This is an optimization exercise on Yosys and OpenROAD, whose aim is small area and a short achievable clock period, not a production implementation.
Where RTL was checked, it was by simulation tests only, not by an equivalence proof against the original.
No driver is modelled on the clock port, so clock power and skew are understated where the tree is cut down; a real chip needs a root buffer or a tree.
Power figures rest on the tool's default switching activity, not on a simulated workload.

==> module dma_write_regs, before the edit <==
module dma_write_regs (
    input  logic                              s_axi4l,
    input  logic                              rst,
    input  logic [8-1:0]   axi4l_awaddr,
    input  logic                              axi4l_awvalid,
    output logic                              axi4l_awready,
    input  dma_write_pkg::axi4l_data_t        axi4l_wdata,
    input  dma_write_pkg::axi4l_strb_t        axi4l_wstrb,
    input  logic                              axi4l_wvalid,
    output logic                              axi4l_wready,
    output dma_write_pkg::resp_t              axi4l_bresp,
    output logic                              axi4l_bvalid,
    input  logic                              axi4l_bready,
    input  logic [8-1:0]   axi4l_araddr,
    input  logic                              axi4l_arvalid,
    output logic                              axi4l_arready,
    output dma_write_pkg::axi4l_data_t        axi4l_rdata,
    output dma_write_pkg::resp_t              axi4l_rresp,
    output logic                              axi4l_rvalid,
    input  logic                              axi4l_rready,
    output dma_write_pkg::aw_req_t            req,
    output logic                              req_valid,
    input  logic                              req_ready,
    output dma_write_pkg::len_t               len,
    output logic                              len_valid,
    input  logic                              len_ready,
    input  dma_write_pkg::resp_t              m_bresp,
    input  logic                              m_bvalid,
    output logic                              m_bready
);
    dma_write_pkg::id_t          reg_awid;
    dma_write_pkg::addr_t        reg_awaddr;
    dma_write_pkg::len_t         reg_awlen;
    logic         aw_pending;
    logic         len_pending;
    logic         resp_error;
    dma_write_pkg::issue_cnt_t   issue_cnt;
    dma_write_pkg::issue_cnt_t   cnt_plus;
    dma_write_pkg::issue_cnt_t   cnt_minus;
    dma_write_pkg::issue_cnt_t   cnt_plus_inc;
    dma_write_pkg::issue_cnt_t   cnt_minus_dec;
    logic         cnt_is_one;
    logic         cnt_is_max;
    logic         bready_next;
    logic         bvalid_n;        
    dma_write_pkg::regadr_t      regadr_wr;
    dma_write_pkg::regadr_t      regadr_rd;
    logic         wr_en;
    logic         rd_en;
    logic         launch;
    logic         resp_accept;
    function automatic dma_write_pkg::axi4l_data_t write_mask(
        input dma_write_pkg::axi4l_data_t org,
        input dma_write_pkg::axi4l_data_t data,
        input dma_write_pkg::axi4l_strb_t strb
    );
        dma_write_pkg::axi4l_data_t result;
        for (int i = 0; i < 32; i++) begin
            result[i] = strb[i/8] ? data[i] : org[i];
        end
        write_mask = result;
    endfunction
    assign regadr_wr = (6)'(axi4l_awaddr >> 2);
    assign regadr_rd = (6)'(axi4l_araddr >> 2);
    assign axi4l_awready = axi4l_awvalid && axi4l_wvalid && (!axi4l_bvalid || axi4l_bready);
    assign axi4l_wready  = axi4l_awready;
    assign axi4l_bresp   = '0;
    assign wr_en  = axi4l_awvalid && axi4l_wvalid && (bvalid_n || axi4l_bready);
    assign launch = wr_en && (regadr_wr == 6'h11);
    always_ff @(posedge s_axi4l) begin
        if (rst) begin
            axi4l_bvalid <= 1'b0;
            bvalid_n     <= 1'b1;
        end else if (wr_en) begin
            axi4l_bvalid <= 1'b1;
            bvalid_n     <= 1'b0;
        end else if (axi4l_bready) begin
            axi4l_bvalid <= 1'b0;
            bvalid_n     <= 1'b1;
        end
    end
    assign resp_accept    = m_bvalid && m_bready;
    assign cnt_is_one = (issue_cnt == (8)'(1));
    assign cnt_is_max = (issue_cnt == '1);
    always_comb begin
        logic ones;
        logic zeros;
        for (int i = 0; i < 8; i++) begin
            ones  = 1'b1;
            zeros = 1'b1;
            for (int j = 0; j < i; j++) begin
                ones  = ones & cnt_plus[j];
                zeros = zeros & !cnt_minus[j];
            end
            cnt_plus_inc[i]  = cnt_plus[i] ^ ones;
            cnt_minus_dec[i] = cnt_minus[i] ^ zeros;
        end
    end
    always_comb begin
        case ({launch, resp_accept})
            2'b10:   bready_next = !cnt_is_max;
            2'b01:   bready_next = !cnt_is_one;
            2'b11:   bready_next = 1'b1;
            default: bready_next = m_bready;
        endcase
    end
    always_ff @(posedge s_axi4l) begin
        if (rst) begin
            reg_awid    <= '0;
            reg_awaddr  <= '0;
            reg_awlen   <= '0;
            aw_pending  <= 1'b0;
            len_pending <= 1'b0;
            resp_error  <= 1'b0;
            issue_cnt   <= '0;
            cnt_plus    <= (8)'(1);
            cnt_minus   <= '1;
            m_bready    <= 1'b0;
        end else begin
            if (req_valid && req_ready) begin
                aw_pending <= 1'b0;
            end
            if (len_valid && len_ready) begin
                len_pending <= 1'b0;
            end
            if (wr_en) begin
                case (regadr_wr)
                    6'h08: begin
                        resp_error <= 1'b0;
                    end
                    6'h10: begin
                        reg_awid <= (4)'(write_mask((32)'(reg_awid),
                                                     axi4l_wdata, axi4l_wstrb));
                    end
                    6'h11: begin
                        reg_awaddr  <= (32)'(write_mask((32)'(reg_awaddr),
                                                          axi4l_wdata, axi4l_wstrb));
                        aw_pending  <= 1'b1;
                        len_pending <= 1'b1;
                    end
                    6'h12: begin
                        reg_awlen <= (8)'(write_mask((32)'(reg_awlen),
                                                       axi4l_wdata, axi4l_wstrb));
                    end
                    default: ;
                endcase
            end
            if (resp_accept && m_bresp != '0) begin
                resp_error <= 1'b1;
            end
            case ({launch, resp_accept})
                2'b10: begin
                    issue_cnt <= cnt_plus;
                    cnt_plus  <= cnt_plus_inc;
                    cnt_minus <= issue_cnt;
                end
                2'b01: begin
                    issue_cnt <= cnt_minus;
                    cnt_plus  <= issue_cnt;
                    cnt_minus <= cnt_minus_dec;
                end
                default: ;
            endcase
            m_bready  <= bready_next;
        end
    end
    assign req       = {reg_awid, reg_awaddr, reg_awlen};
    assign req_valid = aw_pending;
    assign len       = reg_awlen;
    assign len_valid = len_pending;
    assign axi4l_arready = !axi4l_rvalid || axi4l_rready;
    assign axi4l_rresp   = '0;
    assign rd_en         = axi4l_arvalid && axi4l_arready;
    always_ff @(posedge s_axi4l) begin
        if (rd_en) begin
            case (regadr_rd)
                6'h00:   axi4l_rdata <= 32'hd3a0_0101;
                6'h08:    axi4l_rdata <= (32)'({resp_error, len_pending,
                                                                  aw_pending});
                6'h09: axi4l_rdata <= (32)'(issue_cnt);
                6'h10:      axi4l_rdata <= (32)'(reg_awid);
                6'h11:    axi4l_rdata <= (32)'(reg_awaddr);
                6'h12:     axi4l_rdata <= (32)'(reg_awlen);
                default:            axi4l_rdata <= '0;
            endcase
        end
    end
    always_ff @(posedge s_axi4l) begin
        if (rst) begin
            axi4l_rvalid <= 1'b0;
        end else if (rd_en) begin
            axi4l_rvalid <= 1'b1;
        end else if (axi4l_rready) begin
            axi4l_rvalid <= 1'b0;
        end
    end
endmodule
Settings: LEC_CHECK=0, CAP_MARGIN=20, CORE_MARGIN=2, CORE_UTILIZATION=55, SETUP_SLACK_MARGIN=1.2, SLEW_MARGIN=20; clock period 3.2 ns.
standard.sh (not shown) runs the stock make flow with config.mk's settings and CLKGATE_MAP_FILE= SYNTH_SCRIPT=/design/flow/synth_recipe.tcl, a recipe that flattens the netlist after the stock synthesis.
==> flow/flow/run.sh <==
#!/bin/bash
# Own layout flow: the standard ORFS flow with two changes:
#  * plain buf_2 cells as the port buffers (buffer_ports would pick delay cells);
#  * a two-level clock tree (flow/manual_tree.tcl) in place of TritonCTS: the
#    clock port feeds 4 root clkbuf_16 beside it, each root feeds the leaf
#    clkbuf_16 of one quarter of the die, each leaf a balanced group of sinks.
# ORFS's scripts are copied into the work folder and cts.tcl is replaced by
# flow/cts.tcl, which differs only in calling manual_tree.tcl.
# Each tool's full output goes to a log file in this folder (make_flow.log,
# and ORFS's own per-step logs under orfs/logs).
set -euo pipefail
W=$(pwd)
rm -rf "$W/orfs_scripts"
cp -r "$FLOW_HOME/scripts" "$W/orfs_scripts"
cp "$W/flow/cts.tcl" "$W/flow/manual_tree.tcl" "$W/orfs_scripts/"
export MANUAL_CTS=1 MT_CLK_PORT=s_axi4l MT_ROOT_DEPTH=2 MT_LEAF_DEPTH=4
export MT_ROOT_BUF=sky130_fd_sc_hd__clkbuf_16 MT_LEAF_BUF=sky130_fd_sc_hd__clkbuf_16
bash standard.sh "SCRIPTS_DIR=$W/orfs_scripts" \
  "BUFFER_PORTS_ARGS=-buffer_cell sky130_fd_sc_hd__buf_2" finish > make_flow.log 2>&1
Other scripts of this flow, unchanged in this note and not shown: flow/flow/cts.tcl, flow/flow/manual_tree.tcl
Next try:
--- a/flow/design.v
+++ b/flow/design.v
@@ -141,14 +141,10 @@
     logic         len_pending;
     logic         resp_error;
     dma_write_pkg::issue_cnt_t   issue_cnt;
-    dma_write_pkg::issue_cnt_t   cnt_plus;
-    dma_write_pkg::issue_cnt_t   cnt_minus;
-    dma_write_pkg::issue_cnt_t   cnt_plus_inc;
-    dma_write_pkg::issue_cnt_t   cnt_minus_dec;
-    logic         cnt_is_one;
-    logic         cnt_is_max;
+    dma_write_pkg::issue_cnt_t   issue_cnt_next;
+    dma_write_pkg::issue_cnt_t   issue_cnt_inc;
+    dma_write_pkg::issue_cnt_t   issue_cnt_dec;
     logic         bready_next;
-    logic         bvalid_n;        
     dma_write_pkg::regadr_t      regadr_wr;
     dma_write_pkg::regadr_t      regadr_rd;
     logic         wr_en;
@@ -171,43 +167,25 @@
     assign axi4l_awready = axi4l_awvalid && axi4l_wvalid && (!axi4l_bvalid || axi4l_bready);
     assign axi4l_wready  = axi4l_awready;
     assign axi4l_bresp   = '0;
-    assign wr_en  = axi4l_awvalid && axi4l_wvalid && (bvalid_n || axi4l_bready);
+    assign wr_en  = axi4l_awvalid && axi4l_awready;
     assign launch = wr_en && (regadr_wr == 6'h11);
     always_ff @(posedge s_axi4l) begin
         if (rst) begin
             axi4l_bvalid <= 1'b0;
-            bvalid_n     <= 1'b1;
         end else if (wr_en) begin
             axi4l_bvalid <= 1'b1;
-            bvalid_n     <= 1'b0;
         end else if (axi4l_bready) begin
             axi4l_bvalid <= 1'b0;
-            bvalid_n     <= 1'b1;
         end
     end
     assign resp_accept    = m_bvalid && m_bready;
-    assign cnt_is_one = (issue_cnt == (8)'(1));
-    assign cnt_is_max = (issue_cnt == '1);
-    always_comb begin
-        logic ones;
-        logic zeros;
-        for (int i = 0; i < 8; i++) begin
-            ones  = 1'b1;
-            zeros = 1'b1;
-            for (int j = 0; j < i; j++) begin
-                ones  = ones & cnt_plus[j];
-                zeros = zeros & !cnt_minus[j];
-            end
-            cnt_plus_inc[i]  = cnt_plus[i] ^ ones;
-            cnt_minus_dec[i] = cnt_minus[i] ^ zeros;
-        end
-    end
+    assign issue_cnt_inc  = issue_cnt + 1'b1;
+    assign issue_cnt_dec  = issue_cnt - 1'b1;
     always_comb begin
         case ({launch, resp_accept})
-            2'b10:   bready_next = !cnt_is_max;
-            2'b01:   bready_next = !cnt_is_one;
-            2'b11:   bready_next = 1'b1;
-            default: bready_next = m_bready;
+            2'b10:   begin issue_cnt_next = issue_cnt_inc; bready_next = (issue_cnt != '1); end
+            2'b01:   begin issue_cnt_next = issue_cnt_dec; bready_next = (issue_cnt != (8)'(1)); end
+            default: begin issue_cnt_next = issue_cnt;     bready_next = (issue_cnt != '0); end
         endcase
     end
     always_ff @(posedge s_axi4l) begin
@@ -219,8 +197,6 @@
             len_pending <= 1'b0;
             resp_error  <= 1'b0;
             issue_cnt   <= '0;
-            cnt_plus    <= (8)'(1);
-            cnt_minus   <= '1;
             m_bready    <= 1'b0;
         end else begin
             if (req_valid && req_ready) begin
@@ -254,19 +230,7 @@
             if (resp_accept && m_bresp != '0) begin
                 resp_error <= 1'b1;
             end
-            case ({launch, resp_accept})
-                2'b10: begin
-                    issue_cnt <= cnt_plus;
-                    cnt_plus  <= cnt_plus_inc;
-                    cnt_minus <= issue_cnt;
-                end
-                2'b01: begin
-                    issue_cnt <= cnt_minus;
-                    cnt_plus  <= issue_cnt;
-                    cnt_minus <= cnt_minus_dec;
-                end
-                default: ;
-            endcase
+            issue_cnt <= issue_cnt_next;
             m_bready  <= bready_next;
         end
     end
Worst setup slack gets worse by 0.097 ns. Critical path depth grows by 4. Total power goes down by 0.71%. Sequential cell count falls by 17. Fmax fell by 4.6%. Final area came out lower by 0.72%. First-iteration DRC count falls by 4.5%. Sequential share of layout area barely changes. Combinational power climbs by 3.0%. Routed wire length is lower by 0.90%. Via count barely changes. Synthesized cell count drops by 0.33%. Clock power hardly moves.
No run of this note takes its clock network from TritonCTS; it comes from the design's own scripts or RTL.


Another version of the RTL of dma_write (not shown whole).
For scale: about 3600 cells after synthesis, ~280 I/O pins, ~64000 um^2 of cells after synthesis.
Settings: LEC_CHECK=0, CAP_MARGIN=20, CORE_MARGIN=2, CORE_UTILIZATION=55, SETUP_SLACK_MARGIN=1.2, SLEW_MARGIN=20; clock period 3.2 ns.
Scripts as last shown in full above: flow/flow/run.sh
Other scripts of this flow, unchanged in this note and not shown: flow/flow/cts.tcl, flow/flow/manual_tree.tcl
Then changed:
--- a/flow/design.v
+++ b/flow/design.v
@@ -61,19 +61,21 @@
         end
     end
     always_comb begin
         rd_word = '0;
         for (int i = 0; i < DEPTH; i++) begin
             rd_word = rd_word | ({WIDTH{rd_sel[i]}} & mem[i]);
         end
     end
     always_ff @(posedge s_axi4l) begin
-        if (load) begin
+        if (rst) begin
+            m_data <= '0;
+        end else if (load) begin
             m_data <= mem_empty ? s_data : rd_word;
         end
     end
     assign one_left   = (count == (PTR_BITS+1)'(1));
     assign one_free   = (count == (PTR_BITS+1)'(DEPTH-1));
     assign empty_next = mem_empty ? !wr_inc : (one_left && rd_inc && !wr_inc);
     assign full_next  = mem_full  ? !rd_inc : (one_free && wr_inc && !rd_inc);
     assign s_ready_next = !full_next;
     always_ff @(posedge s_axi4l) begin
@@ -253,19 +255,21 @@
     end
     assign req       = {reg_awid, reg_awaddr, reg_awlen};
     assign req_valid = aw_pending;
     assign len       = reg_awlen;
     assign len_valid = len_pending;
     assign axi4l_arready = !axi4l_rvalid || axi4l_rready;
     assign axi4l_rresp   = '0;
     assign rd_en         = axi4l_arvalid && axi4l_arready;
     always_ff @(posedge s_axi4l) begin
-        if (rd_en) begin
+        if (rst) begin
+            axi4l_rdata <= '0;
+        end else if (rd_en) begin
             case (regadr_rd)
                 6'h00:   axi4l_rdata <= 32'hd3a0_0101;
                 6'h08:    axi4l_rdata <= (32)'({resp_error, len_pending,
                                                                   aw_pending});
                 6'h09: axi4l_rdata <= (32)'(issue_cnt);
                 6'h10:      axi4l_rdata <= (32)'(reg_awid);
                 6'h11:    axi4l_rdata <= (32)'(reg_awaddr);
                 6'h12:     axi4l_rdata <= (32)'(reg_awlen);
                 default:            axi4l_rdata <= '0;
Total power goes down by 0.46%.
First-iteration DRC count increases by 8.8%.
Cell count goes up by 8.3%.
Die area is about the same.
Global-route usage hardly moves.
Design area goes down by about 0.8%.
Worst setup slack gets worse by 67 ps.
Via count is higher by 6.6%.
Worst hold slack gets better by 3.0 ps.
Maximum frequency goes down by 3.1%.
Clock power hardly moves.
Sequential share of layout area falls by 1.5 points.
Function was not checked in any run of this note: the RTL went through the layout flow alone. No run of this note takes its clock network from TritonCTS; it comes from the design's own scripts or RTL.


Another version of the RTL of dma_write (not shown whole).
Size in the first run: about 4,000 cells after synthesis, about 65,000 µm² of cells after synthesis.
==> module dma_write_regs, before the edit <==
module dma_write_regs (
    input  logic                              s_axi4l,
    input  logic                              rst,
    input  logic [8-1:0]   axi4l_awaddr,
    input  logic                              axi4l_awvalid,
    output logic                              axi4l_awready,
    input  dma_write_pkg::axi4l_data_t        axi4l_wdata,
    input  dma_write_pkg::axi4l_strb_t        axi4l_wstrb,
    input  logic                              axi4l_wvalid,
    output logic                              axi4l_wready,
    output dma_write_pkg::resp_t              axi4l_bresp,
    output logic                              axi4l_bvalid,
    input  logic                              axi4l_bready,
    input  logic [8-1:0]   axi4l_araddr,
    input  logic                              axi4l_arvalid,
    output logic                              axi4l_arready,
    output dma_write_pkg::axi4l_data_t        axi4l_rdata,
    output dma_write_pkg::resp_t              axi4l_rresp,
    output logic                              axi4l_rvalid,
    input  logic                              axi4l_rready,
    output dma_write_pkg::aw_req_t            req,
    output logic                              req_valid,
    input  logic                              req_ready,
    output dma_write_pkg::len_t               len,
    output logic                              len_valid,
    input  logic                              len_ready,
    input  dma_write_pkg::resp_t              m_bresp,
    input  logic                              m_bvalid,
    output logic                              m_bready
);
    dma_write_pkg::id_t          reg_awid;
    dma_write_pkg::addr_t        reg_awaddr;
    dma_write_pkg::len_t         reg_awlen;
    logic         aw_pending;
    logic         len_pending;
    logic         resp_error;
    dma_write_pkg::issue_cnt_t   issue_cnt;
    dma_write_pkg::issue_cnt_t   cnt_plus;
    dma_write_pkg::issue_cnt_t   cnt_minus;
    dma_write_pkg::issue_cnt_t   cnt_plus_inc;
    dma_write_pkg::issue_cnt_t   cnt_minus_dec;
    logic         cnt_is_one;
    logic         cnt_is_max;
    logic         bready_next;
    logic         bvalid_n;        
    dma_write_pkg::regadr_t      regadr_wr;
    dma_write_pkg::regadr_t      regadr_rd;
    logic         wr_en;
    logic         rd_en;
    logic         launch;
    logic         resp_accept;
    logic         bready_n;        
    logic         rvalid_n;        
    function automatic dma_write_pkg::axi4l_data_t write_mask(
        input dma_write_pkg::axi4l_data_t org,
        input dma_write_pkg::axi4l_data_t data,
        input dma_write_pkg::axi4l_strb_t strb
    );
        dma_write_pkg::axi4l_data_t result;
        for (int i = 0; i < 32; i++) begin
            result[i] = strb[i/8] ? data[i] : org[i];
        end
        write_mask = result;
    endfunction
    assign regadr_wr = (6)'(axi4l_awaddr >> 2);
    assign regadr_rd = (6)'(axi4l_araddr >> 2);
    assign axi4l_awready = axi4l_awvalid && axi4l_wvalid && (!axi4l_bvalid || axi4l_bready);
    assign axi4l_wready  = axi4l_awready;
    assign axi4l_bresp   = '0;
    assign wr_en  = axi4l_awvalid && axi4l_wvalid && (bvalid_n || axi4l_bready);
    assign launch = wr_en && (regadr_wr == 6'h11);
    always_ff @(posedge s_axi4l) begin
        if (rst) begin
            axi4l_bvalid <= 1'b0;
            bvalid_n     <= 1'b1;
        end else if (wr_en) begin
            axi4l_bvalid <= 1'b1;
            bvalid_n     <= 1'b0;
        end else if (axi4l_bready) begin
            axi4l_bvalid <= 1'b0;
            bvalid_n     <= 1'b1;
        end
    end
    assign resp_accept    = m_bvalid && !bready_n;
    assign cnt_is_one = (issue_cnt == (8)'(1));
    assign cnt_is_max = (issue_cnt == '1);
    always_comb begin
        logic ones;
        logic zeros;
        for (int i = 0; i < 8; i++) begin
            ones  = 1'b1;
            zeros = 1'b1;
            for (int j = 0; j < i; j++) begin
                ones  = ones & cnt_plus[j];
                zeros = zeros & !cnt_minus[j];
            end
            cnt_plus_inc[i]  = cnt_plus[i] ^ ones;
            cnt_minus_dec[i] = cnt_minus[i] ^ zeros;
        end
    end
    always_comb begin
        case ({launch, resp_accept})
            2'b10:   bready_next = !cnt_is_max;
            2'b01:   bready_next = !cnt_is_one;
            2'b11:   bready_next = 1'b1;
            default: bready_next = !bready_n;
        endcase
    end
    always_ff @(posedge s_axi4l) begin
        if (rst) begin
            reg_awid    <= '0;
            reg_awaddr  <= '0;
            reg_awlen   <= '0;
            aw_pending  <= 1'b0;
            len_pending <= 1'b0;
            resp_error  <= 1'b0;
            issue_cnt   <= '0;
            cnt_plus    <= (8)'(1);
            cnt_minus   <= '1;
            m_bready    <= 1'b0;
            bready_n    <= 1'b1;
        end else begin
            if (req_valid && req_ready) begin
                aw_pending <= 1'b0;
            end
            if (len_valid && len_ready) begin
                len_pending <= 1'b0;
            end
            if (wr_en) begin
                case (regadr_wr)
                    6'h08: begin
                        resp_error <= 1'b0;
                    end
                    6'h10: begin
                        reg_awid <= (4)'(write_mask((32)'(reg_awid),
                                                     axi4l_wdata, axi4l_wstrb));
                    end
                    6'h11: begin
                        reg_awaddr  <= (32)'(write_mask((32)'(reg_awaddr),
                                                          axi4l_wdata, axi4l_wstrb));
                        aw_pending  <= 1'b1;
                        len_pending <= 1'b1;
                    end
                    6'h12: begin
                        reg_awlen <= (8)'(write_mask((32)'(reg_awlen),
                                                       axi4l_wdata, axi4l_wstrb));
                    end
                    default: ;
                endcase
            end
            if (resp_accept && m_bresp != '0) begin
                resp_error <= 1'b1;
            end
            case ({launch, resp_accept})
                2'b10: begin
                    issue_cnt <= cnt_plus;
                    cnt_plus  <= cnt_plus_inc;
                    cnt_minus <= issue_cnt;
                end
                2'b01: begin
                    issue_cnt <= cnt_minus;
                    cnt_plus  <= issue_cnt;
                    cnt_minus <= cnt_minus_dec;
                end
                default: ;
            endcase
            m_bready  <= bready_next;
            bready_n  <= !bready_next;
        end
    end
    assign req       = {reg_awid, reg_awaddr, reg_awlen};
    assign req_valid = aw_pending;
    assign len       = reg_awlen;
    assign len_valid = len_pending;
    assign axi4l_arready = !axi4l_rvalid || axi4l_rready;
    assign axi4l_rresp   = '0;
    assign rd_en         = axi4l_arvalid && (rvalid_n || axi4l_rready);
    always_ff @(posedge s_axi4l) begin
        if (rd_en) begin
            case (regadr_rd)
                6'h00:   axi4l_rdata <= 32'hd3a0_0101;
                6'h08:    axi4l_rdata <= (32)'({resp_error, len_pending,
                                                                  aw_pending});
                6'h09: axi4l_rdata <= (32)'(issue_cnt);
                6'h10:      axi4l_rdata <= (32)'(reg_awid);
                6'h11:    axi4l_rdata <= (32)'(reg_awaddr);
                6'h12:     axi4l_rdata <= (32)'(reg_awlen);
                default:            axi4l_rdata <= '0;
            endcase
        end
    end
    always_ff @(posedge s_axi4l) begin
        if (rst) begin
            axi4l_rvalid <= 1'b0;
            rvalid_n     <= 1'b1;
        end else if (rd_en) begin
            axi4l_rvalid <= 1'b1;
            rvalid_n     <= 1'b0;
        end else if (axi4l_rready) begin
            axi4l_rvalid <= 1'b0;
            rvalid_n     <= 1'b1;
        end
    end
endmodule
==> flow/config.mk <==
export PLATFORM = sky130hd
export DESIGN_NAME = dma_write
export DESIGN_NICKNAME = dma_write
export VERILOG_FILES = /design/flow/design.v
export SDC_FILE = /design/flow/constraint.sdc
export NUM_CORES = 4
export LEC_CHECK = 0
export CAP_MARGIN = 20
export CORE_MARGIN = 2
export CORE_UTILIZATION = 55
export SETUP_SLACK_MARGIN = 1.3
export SLEW_MARGIN = 20
==> flow/constraint.sdc <==
create_clock -name core_clock -period 3.2 [get_ports {s_axi4l}]
set_input_delay 0.6400 -clock core_clock [delete_from_list [all_inputs] [get_ports {s_axi4l}]]
set_output_delay 0.6400 -clock core_clock [all_outputs]
set_load 0.01 [all_outputs]
==> flow/flow/run.sh <==
#!/bin/bash
# Own layout flow: the standard ORFS flow with these changes:
#  * plain buf_2 cells as the port buffers (buffer_ports would pick delay cells);
#  * a two-level clock tree (flow/manual_tree.tcl) in place of TritonCTS: the
#    clock port feeds 4 root clkbuf_16 beside it, each root feeds the leaf
#    clkbuf_16 of one quarter of the die, each leaf a balanced group of sinks;
#  * the clock port pinned to the middle of the left edge (flow/io.tcl).
# ORFS's scripts are copied into the work folder and cts.tcl is replaced by
# flow/cts.tcl, which differs only in calling manual_tree.tcl.
# Each tool's full output goes to a log file in this folder (make_flow.log,
# and ORFS's own per-step logs under orfs/logs).
set -euo pipefail
W=$(pwd)
rm -rf "$W/orfs_scripts"
cp -r "$FLOW_HOME/scripts" "$W/orfs_scripts"
cp "$W/flow/cts.tcl" "$W/flow/manual_tree.tcl" "$W/orfs_scripts/"
export MANUAL_CTS=1 MT_CLK_PORT=s_axi4l MT_ROOT_DEPTH=2 MT_LEAF_DEPTH=4
export MT_ROOT_BUF=sky130_fd_sc_hd__clkbuf_16 MT_LEAF_BUF=sky130_fd_sc_hd__clkbuf_16
export PRE_IO_PLACEMENT_TCL="$W/flow/io.tcl"
bash standard.sh "SCRIPTS_DIR=$W/orfs_scripts" \
  "BUFFER_PORTS_ARGS=-buffer_cell sky130_fd_sc_hd__buf_2" finish > make_flow.log 2>&1
Other scripts of this flow, unchanged in this note and not shown: flow/flow/cts.tcl, flow/flow/io.tcl, flow/flow/manual_tree.tcl
Change:
--- a/flow/design.v
+++ b/flow/design.v
@@ -211,19 +211,13 @@
     assign resp_accept    = m_bvalid && !bready_n;
     assign cnt_is_one = (issue_cnt == (8)'(1));
     assign cnt_is_max = (issue_cnt == '1);
     always_comb begin
-        logic ones;
-        logic zeros;
         for (int i = 0; i < 8; i++) begin
-            ones  = 1'b1;
-            zeros = 1'b1;
-            for (int j = 0; j < i; j++) begin
-                ones  = ones & cnt_plus[j];
-                zeros = zeros & !cnt_minus[j];
-            end
-            cnt_plus_inc[i]  = cnt_plus[i] ^ ones;
-            cnt_minus_dec[i] = cnt_minus[i] ^ zeros;
+            cnt_plus_inc[i]  = cnt_plus[i]
+                             ^ (&(cnt_plus | ~(8)'((1 << i) - 1)));
+            cnt_minus_dec[i] = cnt_minus[i]
+                             ^ (&(~cnt_minus | ~(8)'((1 << i) - 1)));
         end
     end
     always_comb begin
         case ({launch, resp_accept})
Combinational power drops by about 1%.
Global-route usage drops by 0.22 points.
Power barely changes.
Die area drops by 0.50%.
Register-to-register slack is worse by 0.37 ns.
Clock skew climbs by 0.015 ns.
Synthesized cell count drops by 1.3%.
Only the layout flow was run in the second run of this note; the RTL was not checked for function there. In every run of this note, the design's own scripts or RTL, not TritonCTS, make the clock network.

==> afterwards: timing with drivers on the ports <==
No port has a modelled driver above. Below, the same layouts with a new extraction and two added sets of constraints.
Step 1 sets driving cells, clkbuf_16 on the clock port and buf_2 on the other inputs (assumed; they add their load-dependent delay and slew).
Step 2 adds t to the input delays and takes it off the output delays; t is the mean of the earliest and latest rising clock arrival at the registers after step 1. Input paths then give back, and output paths get back, about the clock's delay inside the block.
Slacks: ideal / step 1 / step 2; pairs: ideal / step 1.
run	t, ns	setup WS [ns]	hold WS [ns]	clock arrival spread, ns	worst data-port slew with drivers (ns)
the first run of note 1	0.593	1.201 / 1.196 / 0.739	0.297 / 0.265 / 0.474	0.095 / 0.095	0.16
the second run of note 1	0.594	1.104 / 1.089 / 0.529	0.322 / 0.293 / 0.479	0.064 / 0.064	0.17
the first run of note 2	0.589	1.078 / 1.078 / 0.842	0.288 / 0.267 / 0.479	0.076 / 0.076	0.19
the second run of note 2	0.594	1.011 / 1.011 / 0.835	0.291 / 0.267 / 0.457	0.094 / 0.094	0.14
the first run of note 3	0.589	1.322 / 1.302 / 1.013	0.277 / 0.248 / 0.479	0.049 / 0.049	0.15
the second run of note 3	0.584	0.691 / 0.709 / 0.126	0.267 / 0.248 / 0.481	0.061 / 0.061	0.16
After both steps every run listed still meets setup and hold. For the second run of note 1, which loses most, drivers alone change the setup slack by -0.015 ns; drivers and shift together by -0.575 ns.
